From an optimization exercise on the open Yosys and OpenROAD flow, aimed at small area, a short achievable clock period and few clock cycles; shortcuts taken in it are not production practice. Where RTL was checked, it was by simulation tests only, not by an equivalence proof against the original.

==> trial 31: inputs <==
==> flow/design.v (excerpt) <==
module snn_conv_quant (
    input  logic       clk,
    input  logic       rst_n,
    input  logic       in_valid,
    input  logic [7:0] img,
    input  logic [7:0] ker,
    input  logic       mode,
    output logic       out_valid,
    output logic [7:0] out_data
);
    localparam int L = 2;           
    localparam int C = 35 - L;      
    logic [5:0] r_cnt;      
    logic       r_busy;     
    logic       r_mode;
    logic       w_done;     
    assign w_done = in_valid && !r_busy && (r_cnt == 6'd35);
    always_ff @(posedge clk or negedge rst_n) begin
        if (!rst_n)
            r_cnt <= '0;
        else if (in_valid && !r_busy && r_cnt != 6'd35)
            r_cnt <= r_cnt + 1'b1;
        else
            r_cnt <= '0;
    end
    always_ff @(posedge clk) begin
        if (!r_busy && r_cnt == 6'd0)
            r_mode <= mode;
    end
    logic [35:0][7:0] r_img;    
    logic [8:0][7:0]  r_ker;
    logic             w_kload, w_kshift;
    assign w_kload  = (r_cnt < 6'd9);
    assign w_kshift = !r_busy && (w_kload || (!r_mode && r_cnt < 6'd15));
    always_ff @(posedge clk) begin
  ...
Settings: LEC_CHECK=0, ABC_CLOCK_PERIOD_IN_PS=5000, CAP_MARGIN=20, CORE_MARGIN=2, CORE_UTILIZATION=60, SLEW_MARGIN=20, SYNTH_HIERARCHICAL=1; clock period 25.0 ns.
run.sh (not shown) runs the stock make flow with config.mk's settings and CLKGATE_MAP_FILE= SYNTH_SCRIPT=/design/flow/synth_recipe.tcl, a recipe that flattens the netlist after the stock synthesis.
==> inputs of build 19, as changes to trial 31 <==
==> flow/flow/run.sh (new file) <==
#!/bin/bash
set -euo pipefail
export BUFFER_PORTS_ARGS="-buffer_cell sky130_fd_sc_hd__buf_4"
export SETUP_SLACK_MARGIN=19.0
export SKIP_GATE_CLONING=1
bash standard.sh > standard.log 2>&1
==> flow/standard.sh (new file) <==
#!/bin/bash
# synth_recipe.tcl (not shown) runs the flow's synth.tcl, then flattens the netlist and writes it again
# the make line also repeats each setting of config.mk as NAME=value (left out here)
make -C /OpenROAD-flow-scripts/flow DESIGN_CONFIG=/design/flow/config.mk WORK_HOME=/design/flow/orfs CLKGATE_MAP_FILE= SYNTH_SCRIPT=/design/flow/synth_recipe.tcl "${@:-finish}"
- CORE_UTILIZATION: 60 -> 70
- CTS_CLUSTER_DIAMETER: unset -> 80
- CTS_CLUSTER_SIZE: unset -> 25
removed: flow/run.sh
==> inputs of trial 33, as changes to trial 31 <==
==> flow/flow/run.sh (new file) <==
#!/bin/bash
set -euo pipefail
export BUFFER_PORTS_ARGS="-buffer_cell sky130_fd_sc_hd__buf_4"
export SETUP_SLACK_MARGIN=18.8
export SKIP_GATE_CLONING=1
bash standard.sh > standard.log 2>&1
==> flow/standard.sh (new file) <==
#!/bin/bash
# synth_recipe.tcl (not shown) runs the flow's synth.tcl, then flattens the netlist and writes it again
# the make line also repeats each setting of config.mk as NAME=value (left out here)
make -C /OpenROAD-flow-scripts/flow DESIGN_CONFIG=/design/flow/config.mk WORK_HOME=/design/flow/orfs CLKGATE_MAP_FILE= SYNTH_SCRIPT=/design/flow/synth_recipe.tcl "${@:-finish}"
removed: flow/run.sh
==> inputs of build 70, as changes to trial 31 <==
==> flow/flow/run.sh (new file) <==
#!/bin/bash
set -euo pipefail
export BUFFER_PORTS_ARGS="-buffer_cell sky130_fd_sc_hd__buf_4"
export SETUP_SLACK_MARGIN=19.0
export SKIP_GATE_CLONING=1
bash standard.sh > standard.log 2>&1
==> flow/standard.sh (new file) <==
#!/bin/bash
# synth_recipe.tcl (not shown) runs the flow's synth.tcl, then flattens the netlist and writes it again
# the make line also repeats each setting of config.mk as NAME=value (left out here)
make -C /OpenROAD-flow-scripts/flow DESIGN_CONFIG=/design/flow/config.mk WORK_HOME=/design/flow/orfs CLKGATE_MAP_FILE= SYNTH_SCRIPT=/design/flow/synth_recipe.tcl "${@:-finish}"
- CTS_CLUSTER_DIAMETER: unset -> 100
- CTS_CLUSTER_SIZE: unset -> 32
removed: flow/run.sh
==> comparison <==
- Setup slack, lowest first: trial 31, trial 33, build 19, build 70.
- Cell area: trial 33 > trial 31 > build 19 > build 70.
- In trial 33 the die area is higher than in build 19, by 16%.
- Between build 70 and trial 31, the lower critical path depth is in build 70 (gap 10).
- Non-clock buffer count: trial 33 is lower than build 70 (16).
- Global-route usage: build 19 > trial 33 > trial 31 > build 70.
- Of trial 33 and build 70, trial 33 has the higher via count (gap 1.0%, measured against build 70).
- The highest first-iteration DRC count belongs to build 19, the lowest to build 70.
- The lowest sequential share of layout area belongs to trial 33, the highest to build 70.
==> figures <==
|  | trial 33 | trial 31 | build 19 | build 70 |
|---|---|---|---|---|
| Result of the run | finished clean | finished clean | finished clean | finished clean |
| Layout Cells excl Fill | 2996 | 2989 | 2886 | 2958 |
| Origin of the worst min-delay path | r_img[232]$_DFF_P_ | r_img[203]$_DFF_P_ | r_img[144]$_DFF_P_ | r_img[43]$_DFF_P_ |
| Most common cell on crit path | fa_1 | fa_1 | - | - |
| Nets@finish | 3049 | 3043 | 3046 | 3039 |
| Clk cell area share | 5.320% | 5.113% | 2.951% | 2.110% |
| Number of clock buffer instances in the layout | 67 | 60 | 33 | 25 |
| Number of gates resized after CTS | 12 | 0 | 39 | 35 |
| Die height | 223.0 µm | 223.0 µm | 206.7 µm | 223.0 µm |
| Sum of routed wire length over all layers | 85.69 mm | 84.56 mm | 87.64 mm | 84.57 mm |
| Tapcell Cnt | 615 | 615 | 532 | 615 |
| Met3 Resource Use GR | 9.403% | 7.639% | 15.43% | 8.561% |
| Layout-to-synthesis area ratio | 1.0857x | 1.0794x | 1.0658x | 1.0598x |
| Met2 wire length | 38.91 mm | 38.73 mm | 37.62 mm | 38.16 mm |
| Endpoint of the most critical register-to-register path | r_nb[11]$_DFF_P_ | r_nb[10]$_DFF_P_ | r_nb[9]$_DFF_P_ | r_nb[10]$_DFF_P_ |
| Met3 routed wirelength | 9.106 mm | 7.940 mm | 12.45 mm | 8.848 mm |
| Clock skew | 17.96 ps | 22.35 ps | 22.97 ps | 33.34 ps |
| Setup slack of the critical path after layout | 18850 ps | 18500 ps | 18890 ps | 18910 ps |
| Vias in the first global route | 20.73k | 20.55k | 21.12k | 20.51k |
Testbench counts of trial 31, summed over its fixed seeds: cycles 13,044.
Testbench counts of build 19, summed over its fixed seeds: cycles 13,044.
Testbench counts of trial 33, summed over its fixed seeds: cycles 13,044.
Testbench counts of build 70, summed over its fixed seeds: cycles 13,044.

==> yarrow <==
snn_conv_quant again, from the RTL that the note above started with.
export LEC_CHECK = 0
export ABC_CLOCK_PERIOD_IN_PS = 5000
export CAP_MARGIN = 20
export CORE_MARGIN = 2
export CORE_UTILIZATION = 60
export CTS_CLUSTER_DIAMETER = 80
export CTS_CLUSTER_SIZE = 25
export SLEW_MARGIN = 20
export SYNTH_HIERARCHICAL = 1
create_clock -name core_clock -period 25.0 [get_ports {clk}]
standard.sh (not shown) runs the stock make flow with config.mk's settings and CLKGATE_MAP_FILE= SYNTH_SCRIPT=/design/flow/synth_recipe.tcl, a recipe that flattens the netlist after the stock synthesis.
==> flow/flow/run.sh <==
#!/bin/bash
set -euo pipefail
export BUFFER_PORTS_ARGS="-buffer_cell sky130_fd_sc_hd__buf_4"
export SETUP_SLACK_MARGIN=19.0
export SKIP_GATE_CLONING=1
bash standard.sh > standard.log 2>&1
==> inputs of fjord, as changes to yarrow <==
--- a/flow/config.mk
+++ b/flow/config.mk
@@ -11,4 +11,2 @@
 export CORE_UTILIZATION = 60
-export CTS_CLUSTER_DIAMETER = 80
-export CTS_CLUSTER_SIZE = 25
 export SLEW_MARGIN = 20
==> comparison table <==
Number of inserted diodes: fjord 1; yarrow 0
Count of placed standard cells in the final layout, fillers left out: fjord 3014; yarrow 2961
Antenna violations before repair: fjord 2; yarrow 0
GRT met1 Usage: fjord 45.1%; yarrow 45.3%
Slowest Stage Delay on Critical Path: fjord 0.37 ns; yarrow 0.38 ns
Fillers: fjord 3588; yarrow 3681
Area Overhead vs Synth: fjord 9.54%; yarrow 6.46%
Wire length on met3: fjord 9310 µm; yarrow 9040 µm
Vias in the first global route: fjord 20800; yarrow 20500
Final worst clock skew: fjord 0.0149 ns; yarrow 0.0494 ns
Endpoint, Worst Hold: fjord r_img[150]; yarrow r_img[160]
Highest clock rate: fjord 164 MHz; yarrow 164 MHz
Per-cell via count in the routed design: fjord 6.21; yarrow 6.30
First-pass GRT wire length: fjord 129000 µm; yarrow 128000 µm
Layout buffering overhead excluding clock cells: fjord 1.73%; yarrow 1.54%
Count of nets after finishing: fjord 3067; yarrow 3039
Drt first pass iters: fjord 6; yarrow 8
Minimum clock period: fjord 6.08 ns; yarrow 6.11 ns
Drt total wl: fjord 85600 µm; yarrow 85200 µm
Status: fjord timing/DRC/antenna clean; yarrow timing/DRC/antenna clean
Layout buffer count excluding clock buffers: fjord 63; yarrow 55
Routed len/inst: fjord 28.4 µm; yarrow 28.8 µm
Testbench counts of yarrow, summed over its fixed seeds: cycles 13,044.
Testbench counts of fjord, summed over its fixed seeds: cycles 13,044.

==> inputs of run X <==
snn_conv_quant, a different RTL version from the one above (not shown whole).
export LEC_CHECK = 0
export ABC_CLOCK_PERIOD_IN_PS = 5000
export CAP_MARGIN = 20
export CORE_MARGIN = 2
export CORE_UTILIZATION = 60
export CTS_CLUSTER_DIAMETER = 100
export CTS_CLUSTER_SIZE = 32
export SLEW_MARGIN = 20
export SYNTH_HIERARCHICAL = 1
create_clock -name core_clock -period 25.0 [get_ports {clk}]
Scripts as last shown in full above: flow/flow/run.sh
==> run Z (differences from run X) <==
--- a/flow/design.v
+++ b/flow/design.v
@@ -78,16 +78,14 @@
     assign w_last0 = r_mode ? (r_rr[5] && r_rc[5]) : (r_rr[3] && r_rc[4]);
     function automatic logic [7:0] px(input int a, input int b);
         px = r_img[(C - 6*a - b + 36) % 36];
     endfunction
     logic [8:0][7:0] w_x;
     logic [8:0][7:0] w_k;
     assign w_k = r_ker;
-    logic [19:0]       w_na, w_nb;
-    logic [19:0]       r_na, r_nb;      
     logic              r_v1, r_last1;
     logic [19:0]       w_s, w_ns;
     logic [22-1:0] w_qa, w_qb, w_qy;
     logic r_c0;
     logic r_nc0;
     logic r_c5;
     logic r_nc5;
@@ -1305,39 +1303,57 @@
     logic m1119, m1120;
     snn_fa u_m1119 (.a(m1048), .b(m1085), .c(m1084), .s(m1119), .co(m1120));
     logic m1121, m1122;
     snn_fa u_m1121 (.a(m1087), .b(m1052), .c(m1086), .s(m1121), .co(m1122));
     logic m1123, m1124;
     snn_xnor u_m1123 (.a(m1054), .b(m1088), .y(m1123));
     assign m1124 = m1054 | m1088;
-    assign w_na = {1'b1, m1124, m1123, m1121, m1119, m1117, m1115, m1112, m1110, m1108, m1106, m1104, m1102, m1100, m1098, m1096, m1094, m1092, m1090, m991};
-    assign w_nb = {1'b1, 1'b1, m1122, m1120, m1118, m1116, m1114, m1113, m1111, m1109, m1107, m1105, m1103, m1101, m1099, m1097, m1095, m1093, m1091, m1089};
+    logic m1125, m1126;
+    snn_xnor u_m1125 (.a(m991), .b(m1089), .y(m1125));
+    assign m1126 = m991 | m1089;
+    logic m1127, m1128;
+    snn_fa u_m1127 (.a(m1090), .b(m1126), .c(m1091), .s(m1127), .co(m1128));
+    logic m1129, m1130;
+    snn_fa u_m1129 (.a(m1092), .b(m1093), .c(m1128), .s(m1129), .co(m1130));
+    logic m1131, m1132;
+    snn_fa u_m1131 (.a(m1094), .b(m1095), .c(m1130), .s(m1131), .co(m1132));
+    logic m1133, m1134;
+    snn_fa u_m1133 (.a(m1096), .b(m1097), .c(m1132), .s(m1133), .co(m1134));
+    logic m1135, m1136;
+    snn_fa u_m1135 (.a(m1098), .b(m1099), .c(m1134), .s(m1135), .co(m1136));
+    logic [13:0] w_na, w_nb, r_na, r_nb;    
+    logic [5:0] w_nsl, r_nsl;                
+    logic w_nc, r_nc;                         
+    assign w_na = {1'b1, m1124, m1123, m1121, m1119, m1117, m1115, m1112, m1110, m1108, m1106, m1104, m1102, m1100};
+    assign w_nb = {1'b1, 1'b1, m1122, m1120, m1118, m1116, m1114, m1113, m1111, m1109, m1107, m1105, m1103, m1101};
+    assign w_nsl = {m1135, m1133, m1131, m1129, m1127, m1125};
+    assign w_nc = m1136;
     logic d1, d2;
     snn_fa u_d1 (.a(w_ns[0]), .b(w_s[3]), .c(w_s[6]), .s(d1), .co(d2));
     logic d3, d4;
     assign d3 = ~(w_ns[1] ^ w_s[4]);
     assign d4 = w_ns[1] | w_s[4];
     logic d5, d6;
     snn_fa u_d5 (.a(w_s[7]), .b(w_ns[10]), .c(w_s[12]), .s(d5), .co(d6));
     logic d7, d8;
     snn_fa u_d7 (.a(w_ns[2]), .b(w_s[5]), .c(w_s[8]), .s(d7), .co(d8));
     logic d9, d10;
     assign d9 = w_ns[11] ^ w_s[13];
     assign d10 = w_ns[11] & w_s[13];
     logic d11, d12;
-    snn_fa u_d11 (.a(w_s[0]), .b(w_ns[3]), .c(w_s[6]), .s(d11), .co(d12));
+    snn_fa u_d11 (.a(w_ns[3]), .b(w_s[0]), .c(w_s[6]), .s(d11), .co(d12));
     logic d13, d14;
     snn_fa u_d13 (.a(w_s[9]), .b(w_ns[12]), .c(w_s[14]), .s(d13), .co(d14));
     logic d15, d16;
-    snn_fa u_d15 (.a(w_s[1]), .b(w_ns[4]), .c(w_s[7]), .s(d15), .co(d16));
+    snn_fa u_d15 (.a(w_ns[4]), .b(w_s[1]), .c(w_s[7]), .s(d15), .co(d16));
     logic d17, d18;
     snn_fa u_d17 (.a(w_s[10]), .b(w_ns[13]), .c(w_s[15]), .s(d17), .co(d18));
     logic d19, d20;
-    assign d19 = ~(w_s[2] ^ w_ns[5]);
-    assign d20 = w_s[2] | w_ns[5];
+    assign d19 = ~(w_ns[5] ^ w_s[2]);
+    assign d20 = w_ns[5] | w_s[2];
     logic d21, d22;
     snn_fa u_d21 (.a(w_s[8]), .b(w_s[11]), .c(w_ns[14]), .s(d21), .co(d22));
     logic d23, d24;
     assign d23 = ~(w_s[3] ^ w_ns[6]);
     assign d24 = w_s[3] | w_ns[6];
     logic d25, d26;
     snn_fa u_d25 (.a(w_s[9]), .b(w_s[12]), .c(w_ns[15]), .s(d25), .co(d26));
@@ -1511,20 +1527,24 @@
     assign d176 = w_s[17] & d134;
     logic d177, d178;
     assign d177 = 1'b1 ^ w_s[18];
     assign d178 = 1'b1 & w_s[18];
     assign w_qa = {d177, d175, d172, d171, d169, d166, d165, d162, d160, d159, d157, d154, d153, d151, d148, d146, d144, d142, d140, d138, d136, d95};
     assign w_qb = {d176, d174, d173, d170, d168, d167, d164, d163, d161, d158, d156, d155, d152, d150, d149, d147, d145, d143, d141, d139, d137, d135};
     always_ff @(posedge clk) begin
-        r_na    <= w_na;
-        r_nb    <= w_nb;
         r_v1    <= w_v0;
         r_last1 <= w_last0;
     end
-    assign w_ns = r_na + r_nb + 20'd1;
+    always_ff @(posedge clk) begin
+        r_na  <= w_na;
+        r_nb  <= w_nb;
+        r_nsl <= w_nsl;
+        r_nc  <= w_nc;
+    end
+    assign w_ns = {r_na + r_nb + 14'(r_nc), r_nsl};
     assign w_s  = ~w_ns;
     assign w_qy = w_qa + w_qb;
     always_ff @(posedge clk or negedge rst_n) begin
         if (!rst_n) begin
             r_busy    <= 1'b0;
             out_valid <= 1'b0;
         end else begin
==> flow/flow/run.sh (replaced) <==
#!/bin/bash
set -euo pipefail
export BUFFER_PORTS_ARGS="-buffer_cell sky130_fd_sc_hd__buf_4"
export SETUP_SLACK_MARGIN=18.8
export SKIP_GATE_CLONING=1
bash standard.sh > standard.log 2>&1
Settings changed: CORE_UTILIZATION 60 to 50, CTS_CLUSTER_DIAMETER 100 to 80, CTS_CLUSTER_SIZE 32 to 25.
==> notes.md <==
Wire length: run X is lower than run Z (about 4%).
Design area: run X is larger than run Z (about 1.1%).
In run Z the global-route usage is lower than in run X, by 5.0 points.
Against run X, the critical path depth of run Z is lower by 26.
Worst setup slack: run X is better than run Z (0.037 ns).
Against run X, the clock-buffer cell count of run Z is higher by 8.
In register-to-register slack, run Z and run X hardly differ.
Non-clock buffer count: run Z is lower than run X (29).
Testbench counts of run Z, summed over its fixed seeds: cycles 13,044.
The RTL of run X was laid out without a check of its function.

static timing again, ports no longer ideal:
In the flow no input, the clock included, has a driving cell. The finished layouts below were timed again as built, in two steps.
Step 1, drivers: a clkbuf_16 drives clk and a buf_2 each remaining input, both assumed.
Step 2 also shifts input and output timing later by t, the mid clock arrival at the registers, as if the neighbouring blocks saw the same clock.
a / b / c = ideal ports / drivers / drivers and shift; a / b = the first two.
| run | t (ns) | setup slack, ns | pins driven straight from the clock port |
|---|---|---|---|
| trial 31 | 0.641 | 18.501 / 18.497 / 18.501 | 1 |
| build 19 | 0.647 | 18.895 / 18.840 / 19.021 | 1 |
| trial 33 | 0.645 | 18.848 / 18.848 / 18.848 | 1 |
| build 70 | 0.625 | 18.912 / 18.849 / 19.033 | 1 |
| yarrow | 0.650 | 18.891 / 18.832 / 19.012 | 1 |
| fjord | 0.645 | 18.921 / 18.861 / 19.052 | 1 |
| run X | 0.629 | 18.907 / 18.855 / 18.907 | 1 |
| run Z | 0.663 | 18.870 / 18.809 / 18.898 | 1 |
After both steps setup and hold are still met in every run listed.
